This design comes from an exercise in tuning for small area on the open sky130 flow, not from production work. The RTL was checked by simulation tests, not by an equivalence proof against the original design. Power is estimated from default activity; no workload was simulated.

==> flow/design.v <==
module branch_predictor_sa #(
  parameter int         SET_BITS = 3,
  parameter int         WAYS     = 4,
  parameter int         TAG_W    = 30 - SET_BITS,
  parameter logic [1:0] CNT_INIT = 2'b10
) (
  input  logic        clk,
  input  logic        RESET,
  input  logic [31:0] PC_F,
  output logic        PrPCSrc_F,
  output logic [31:0] PrALUResult_F,
  input  logic        BrValid_E,
  input  logic [31:0] PC_E,
  input  logic        PCSrc_E,
  input  logic [31:0] ALUResult_E,
  input  logic        PrPCSrc_E,
  input  logic        Flush,
  output logic [31:0] BrCount,
  output logic [31:0] MispCount
);
  localparam int SETS  = 1 << SET_BITS;
  localparam int PTR_W = (WAYS > 1) ? $clog2(WAYS) : 1;
  localparam int N     = SETS * WAYS;
  logic [N-1:0]     valid_q;
  logic [TAG_W-1:0] tag_q    [N];
  logic [31:0]      target_q [N];
  logic [1:0]       cnt_q    [N];
  logic [PTR_W-1:0] ptr_q    [SETS];
  logic [SET_BITS-1:0] f_set, e_set;
  logic [TAG_W-1:0]    f_tag, e_tag;
  logic [SETS-1:0]     e_sel;
  logic unused_pc_bits;
  assign unused_pc_bits = ^{PC_F[1:0], PC_E[1:0]};
  assign f_set = PC_F[SET_BITS+1:2];
  assign f_tag = PC_F[31:SET_BITS+2];
  assign e_set = PC_E[SET_BITS+1:2];
  assign e_tag = PC_E[31:SET_BITS+2];
  always_comb begin
    for (int s = 0; s < SETS; s++)
      e_sel[s] = (e_set == SET_BITS'(s));
  end
  logic [WAYS-1:0] f_take;
  logic [31:0]     f_tgt [WAYS];
  for (genvar w = 0; w < WAYS; w++) begin : g_f_way
    logic [SETS*TAG_W-1:0] tags;
    logic [SETS*32-1:0]    tgts;
    logic [SETS-1:0]       vs, msbs;
    for (genvar s = 0; s < SETS; s++) begin : g_s
      assign tags[s*TAG_W +: TAG_W] = tag_q[s*WAYS+w];
      assign tgts[s*32 +: 32]       = target_q[s*WAYS+w];
      assign vs[s]                  = valid_q[s*WAYS+w];
      assign msbs[s]                = cnt_q[s*WAYS+w][1];
    end
    bp_fetch_way u_way (
      .set(f_set), .tags(tags), .vs(vs), .msbs(msbs), .tgts(tgts), .key(f_tag),
      .take(f_take[w]), .tgt(f_tgt[w])
    );
  end
  assign PrPCSrc_F = |f_take;
  for (genvar b = 0; b < 32; b++) begin : g_out
    bp_sel4 u_sel (
      .sel(f_take), .d({f_tgt[3][b], f_tgt[2][b], f_tgt[1][b], f_tgt[0][b]}),
      .q(PrALUResult_F[b])
    );
  end
  logic [WAYS-1:0]  e_way_v, e_hit_vec, e_victim, e_way_sel;
  logic [1:0]       e_way_cnt [WAYS];
  logic [PTR_W-1:0] e_ptr;
  logic             e_hit, e_full;
  logic [1:0]       e_cnt;
  for (genvar w = 0; w < WAYS; w++) begin : g_e_way
    logic [SETS*TAG_W-1:0] tags;
    logic [SETS-1:0]       vs, c0s, c1s;
    for (genvar s = 0; s < SETS; s++) begin : g_s
      assign tags[s*TAG_W +: TAG_W] = tag_q[s*WAYS+w];
      assign vs[s]                  = valid_q[s*WAYS+w];
      assign c0s[s]                 = cnt_q[s*WAYS+w][0];
      assign c1s[s]                 = cnt_q[s*WAYS+w][1];
    end
    bp_exec_way u_way (
      .set(e_set), .tags(tags), .vs(vs), .c0s(c0s), .c1s(c1s), .key(e_tag),
      .hit(e_hit_vec[w]), .v(e_way_v[w]), .cnt(e_way_cnt[w])
    );
  end
  always_comb begin
    e_ptr = '0;
    for (int s = 0; s < SETS; s++)
      e_ptr = e_ptr | ({PTR_W{e_sel[s]}} & ptr_q[s]);
    e_hit  = |e_hit_vec;
    e_full = e_way_v[WAYS-1];
    for (int w = 0; w < WAYS; w++) begin
      if (e_full)
        e_victim[w] = (e_ptr == PTR_W'(w));
      else if (w == 0)
        e_victim[w] = !e_way_v[0];
      else
        e_victim[w] = e_way_v[w-1] & !e_way_v[w];
    end
    e_way_sel = e_hit ? e_hit_vec : e_victim;
    e_cnt = '0;
    for (int w = 0; w < WAYS; w++)
      e_cnt = e_cnt | ({2{e_hit_vec[w]}} & e_way_cnt[w]);
  end
  logic train, wr_tt, wr_cnt, alloc;
  assign train  = !Flush & BrValid_E;
  assign wr_tt  = train & PCSrc_E;             
  assign wr_cnt = train & (PCSrc_E | e_hit);   
  assign alloc  = wr_tt & !e_hit;
  logic [1:0] cnt_new;
  always_comb begin
    if (!e_hit)
      cnt_new = CNT_INIT;
    else if (PCSrc_E)
      cnt_new = (e_cnt == 2'b11) ? 2'b11 : e_cnt + 2'b01;
    else
      cnt_new = (e_cnt == 2'b00) ? 2'b00 : e_cnt - 2'b01;
  end
  logic [WAYS-1:0] way_wr_tt, way_wr_cnt;
  assign way_wr_tt  = {WAYS{wr_tt}}  & e_way_sel;
  assign way_wr_cnt = {WAYS{wr_cnt}} & e_way_sel;
  always_ff @(posedge clk) begin
    for (int s = 0; s < SETS; s++) begin
      for (int w = 0; w < WAYS; w++) begin
        if (e_sel[s] & way_wr_tt[w]) begin
          tag_q[s*WAYS+w]    <= e_tag;
          target_q[s*WAYS+w] <= ALUResult_E;
        end
        if (e_sel[s] & way_wr_cnt[w])
          cnt_q[s*WAYS+w] <= cnt_new;
      end
    end
  end
  always_ff @(posedge clk or negedge RESET) begin
    if (!RESET) begin
      valid_q <= '0;
      for (int s = 0; s < SETS; s++) ptr_q[s] <= '0;
    end else if (Flush) begin
      valid_q <= '0;
    end else begin
      for (int s = 0; s < SETS; s++) begin
        for (int w = 0; w < WAYS; w++)
          if (alloc & e_sel[s] & e_victim[w]) valid_q[s*WAYS+w] <= 1'b1;
        if (alloc & e_sel[s] & e_full) ptr_q[s] <= ptr_q[s] + 1'b1;
      end
    end
  end
  logic [31:0] br_count_q, br_count_d;
  logic [31:0] misp_count_q, misp_count_d;
  bp_inc32 u_br_inc (
    .en(BrValid_E), .q(br_count_q), .d(br_count_d)
  );
  bp_inc32 u_misp_inc (
    .en(BrValid_E & (PrPCSrc_E != PCSrc_E)), .q(misp_count_q), .d(misp_count_d)
  );
  always_ff @(posedge clk or negedge RESET) begin
    if (!RESET) begin
      br_count_q   <= 32'd0;
      misp_count_q <= 32'd0;
    end else begin
      br_count_q   <= br_count_d;
      misp_count_q <= misp_count_d;
    end
  end
  assign BrCount   = br_count_q;
  assign MispCount = misp_count_q;
endmodule
module bp_aoi222 (
  input  logic a0, b0, a1, b1, a2, b2,
  output logic y
);
  assign y = ~((a0 & b0) | (a1 & b1) | (a2 & b2));
endmodule
module bp_ao22n3 (
  input  logic a0, b0, a1, b1, c, d,
  output logic y
);
  assign y = ~(c & d & ~((a0 & b0) | (a1 & b1)));
endmodule
module bp_xnor2 (
  input  logic a, b,
  output logic y
);
  assign y = ~(a ^ b);
endmodule
module bp_ha (
  input  logic a, b,
  output logic s, c
);
  assign {c, s} = {1'b0, a} + {1'b0, b};
endmodule
module bp_inc32 (
  input  logic        en,
  input  logic [31:0] q,
  output logic [31:0] d
);
  logic [31:0] c;
  logic [3:0]  seg_ones;
  for (genvar k = 0; k < 4; k++) begin : g_seg
    assign seg_ones[k] = &q[8*k +: 8];
    if (k == 0) begin : g_first
      assign c[0] = en;
    end else begin : g_next
      assign c[8*k] = c[8*(k-1)] & seg_ones[k-1];
    end
    for (genvar i = 8*k; i < 8*k+7; i++) begin : g_ha
      bp_ha u_ha (.a(q[i]), .b(c[i]), .s(d[i]), .c(c[i+1]));
    end
    assign d[8*k+7] = q[8*k+7] ^ c[8*k+7];
  end
endmodule
module bp_dec8 (
  input  logic [2:0] a,
  output logic [7:0] y
);
  always_comb begin
    for (int i = 0; i < 8; i++)
      y[i] = (a == 3'(i));
  end
endmodule
module bp_dec8t (
  input  logic [2:0] a,
  output logic [7:0] y
);
  always_comb begin
    for (int i = 0; i < 8; i++)
      y[i] = (a == 3'(i));
  end
endmodule
module bp_sel8 (
  input  logic [7:0] sel,
  input  logic [7:0] d,
  output logic       q
);
  logic y0, y1;
  bp_aoi222 u0 (.a0(sel[0]), .b0(d[0]), .a1(sel[1]), .b1(d[1]), .a2(sel[2]), .b2(d[2]), .y(y0));
  bp_aoi222 u1 (.a0(sel[3]), .b0(d[3]), .a1(sel[4]), .b1(d[4]), .a2(sel[5]), .b2(d[5]), .y(y1));
  bp_ao22n3 u2 (.a0(sel[6]), .b0(d[6]), .a1(sel[7]), .b1(d[7]), .c(y0), .d(y1), .y(q));
endmodule
module bp_sel4 (
  input  logic [3:0] sel,
  input  logic [3:0] d,
  output logic       q
);
  assign q = |(sel & d);
endmodule
module bp_fetch_way (
  input  logic [2:0]      set,
  input  logic [8*27-1:0] tags,
  input  logic [7:0]      vs,
  input  logic [7:0]      msbs,
  input  logic [8*32-1:0] tgts,
  input  logic [26:0]     key,
  output logic            take,
  output logic [31:0]     tgt
);
  logic [7:0]  sel, tsel;
  logic [26:0] t, eq;
  logic        v, msb;
  bp_dec8  u_dec  (.a(set), .y(sel));
  bp_dec8t u_tdec (.a(set), .y(tsel));
  for (genvar b = 0; b < 27; b++) begin : g_tag
    logic [7:0] col;
    for (genvar s = 0; s < 8; s++) begin : g_s
      assign col[s] = tags[s*27+b];
    end
    bp_sel8  u_sel (.sel(sel), .d(col), .q(t[b]));
    bp_xnor2 u_eq  (.a(t[b]), .b(key[b]), .y(eq[b]));
  end
  for (genvar b = 0; b < 32; b++) begin : g_tgt
    logic [7:0] col;
    for (genvar s = 0; s < 8; s++) begin : g_s
      assign col[s] = tgts[s*32+b];
    end
    bp_sel8 u_sel (.sel(tsel), .d(col), .q(tgt[b]));
  end
  bp_sel8 u_v   (.sel(sel), .d(vs),   .q(v));
  bp_sel8 u_msb (.sel(sel), .d(msbs), .q(msb));
  assign take = v & msb & (&eq);
endmodule
module bp_exec_way (
  input  logic [2:0]      set,
  input  logic [8*27-1:0] tags,
  input  logic [7:0]      vs,
  input  logic [7:0]      c0s,
  input  logic [7:0]      c1s,
  input  logic [26:0]     key,
  output logic            hit,
  output logic            v,
  output logic [1:0]      cnt
);
  logic [7:0]  sel;
  logic [26:0] t, eq;
  bp_dec8 u_dec (.a(set), .y(sel));
  for (genvar b = 0; b < 27; b++) begin : g_tag
    logic [7:0] col;
    for (genvar s = 0; s < 8; s++) begin : g_s
      assign col[s] = tags[s*27+b];
    end
    bp_sel8  u_sel (.sel(sel), .d(col), .q(t[b]));
    bp_xnor2 u_eq  (.a(t[b]), .b(key[b]), .y(eq[b]));
  end
  bp_sel8 u_v  (.sel(sel), .d(vs),  .q(v));
  bp_sel8 u_c0 (.sel(sel), .d(c0s), .q(cnt[0]));
  bp_sel8 u_c1 (.sel(sel), .d(c1s), .q(cnt[1]));
  assign hit = v & (&eq);
endmodule
Settings: LEC_CHECK=0, CAP_MARGIN=20, CORE_MARGIN=2, CORE_UTILIZATION=75, SETUP_SLACK_MARGIN=0.2, SLEW_MARGIN=20, SYNTH_HIERARCHICAL=1, SYNTH_MINIMUM_KEEP_SIZE=0; clock period 8.0 ns.
standard.sh (not shown) runs the stock make flow with config.mk's settings and CLKGATE_MAP_FILE= SYNTH_SCRIPT=/design/flow/synth_recipe.tcl, a recipe that flattens the netlist after the stock synthesis.
==> flow/flow/run.sh <==
#!/bin/bash
# Standard ORFS layout with area-oriented knobs:
#  - clock tree from clkbuf_4 leaf clusters of up to 10 sinks, no dummy loads
#  - port buffers of the smallest buffer cell
# Each tool's full output is in orfs/logs; make's output is in standard_flow.log.
set -euo pipefail
bash standard.sh \
  "CTS_ARGS=-sink_clustering_enable -repair_clock_nets -dont_use_dummy_load -buf_list sky130_fd_sc_hd__clkbuf_4 -sink_clustering_size 10 -sink_clustering_max_diameter 40" \
  "BUFFER_PORTS_ARGS=-buffer_cell sky130_fd_sc_hd__buf_1" \
  finish > standard_flow.log 2>&1
The first run produced a clean layout.
==> next run, changes <==
--- a/flow/design.v
+++ b/flow/design.v
@@ -143,23 +143,17 @@
         if (alloc & e_sel[s] & e_full) ptr_q[s] <= ptr_q[s] + 1'b1;
       end
     end
   end
-  logic [31:0] br_count_q, br_count_d;
-  logic [31:0] misp_count_q, misp_count_d;
-  bp_inc32 u_br_inc (
-    .en(BrValid_E), .q(br_count_q), .d(br_count_d)
-  );
-  bp_inc32 u_misp_inc (
-    .en(BrValid_E & (PrPCSrc_E != PCSrc_E)), .q(misp_count_q), .d(misp_count_d)
-  );
+  logic [31:0] br_count_q;
+  logic [31:0] misp_count_q;
   always_ff @(posedge clk or negedge RESET) begin
     if (!RESET) begin
       br_count_q   <= 32'd0;
       misp_count_q <= 32'd0;
-    end else begin
-      br_count_q   <= br_count_d;
-      misp_count_q <= misp_count_d;
+    end else if (BrValid_E) begin
+      br_count_q <= br_count_q + 32'd1;
+      if (PrPCSrc_E != PCSrc_E) misp_count_q <= misp_count_q + 32'd1;
     end
   end
   assign BrCount   = br_count_q;
   assign MispCount = misp_count_q;
@@ -181,44 +175,9 @@
   output logic y
 );
   assign y = ~(a ^ b);
 endmodule
-module bp_ha (
-  input  logic a, b,
-  output logic s, c
-);
-  assign {c, s} = {1'b0, a} + {1'b0, b};
-endmodule
-module bp_inc32 (
-  input  logic        en,
-  input  logic [31:0] q,
-  output logic [31:0] d
-);
-  logic [31:0] c;
-  logic [3:0]  seg_ones;
-  for (genvar k = 0; k < 4; k++) begin : g_seg
-    assign seg_ones[k] = &q[8*k +: 8];
-    if (k == 0) begin : g_first
-      assign c[0] = en;
-    end else begin : g_next
-      assign c[8*k] = c[8*(k-1)] & seg_ones[k-1];
-    end
-    for (genvar i = 8*k; i < 8*k+7; i++) begin : g_ha
-      bp_ha u_ha (.a(q[i]), .b(c[i]), .s(d[i]), .c(c[i+1]));
-    end
-    assign d[8*k+7] = q[8*k+7] ^ c[8*k+7];
-  end
-endmodule
 module bp_dec8 (
-  input  logic [2:0] a,
-  output logic [7:0] y
-);
-  always_comb begin
-    for (int i = 0; i < 8; i++)
-      y[i] = (a == 3'(i));
-  end
-endmodule
-module bp_dec8t (
   input  logic [2:0] a,
   output logic [7:0] y
 );
   always_comb begin
@@ -252,13 +211,12 @@
   input  logic [26:0]     key,
   output logic            take,
   output logic [31:0]     tgt
 );
-  logic [7:0]  sel, tsel;
+  logic [7:0]  sel;
   logic [26:0] t, eq;
   logic        v, msb;
-  bp_dec8  u_dec  (.a(set), .y(sel));
-  bp_dec8t u_tdec (.a(set), .y(tsel));
+  bp_dec8 u_dec (.a(set), .y(sel));
   for (genvar b = 0; b < 27; b++) begin : g_tag
     logic [7:0] col;
     for (genvar s = 0; s < 8; s++) begin : g_s
       assign col[s] = tags[s*27+b];
@@ -270,9 +228,9 @@
     logic [7:0] col;
     for (genvar s = 0; s < 8; s++) begin : g_s
       assign col[s] = tgts[s*32+b];
     end
-    bp_sel8 u_sel (.sel(tsel), .d(col), .q(tgt[b]));
+    bp_sel8 u_sel (.sel(sel), .d(col), .q(tgt[b]));
   end
   bp_sel8 u_v   (.sel(sel), .d(vs),   .q(v));
   bp_sel8 u_msb (.sel(sel), .d(msbs), .q(msb));
   assign take = v & msb & (&eq);
Total power is lower by 0.37%; register-to-register slack got worse by 290 ps; core utilization is lower by 0.19 points; routed wire length is lower by 4.9%; combinational power is about the same; die area barely changes; global-route usage is lower by 2.0 points; worst setup slack improved by 110 ps; maximum frequency is higher by 1.5%.

[afterwards: timing with drivers on the ports]
Ports are ideal in the flow. The routed layouts listed here were re-timed in OpenROAD. Step 1: set_driving_cell puts a clkbuf_16 on clk and a buf_2 on each other input, an assumption about the parent block. Step 2 adds t to the input delays and takes it off the output delays; t is the mean of the earliest and latest rising clock arrival at the registers after step 1. Input paths then give back, and output paths get back, about the clock's delay inside the block. Three values: no drivers, after step 1, after step 2; two values: the first two.
run | shift t [ns] | setup slack, ns | worst setup path after step 2 | clock arrival spread, ns | slew at the worst register clock pin (ns)
the first run | 1.335 | 0.372 / 0.347 / 0.347 | input to output | 0.133 / 0.132 | 0.12 / 0.12
the second run | 1.245 | 0.484 / 0.459 / 0.459 | input to output | 0.124 / 0.124 | 0.12 / 0.12
After both steps every run listed still meets setup and hold.
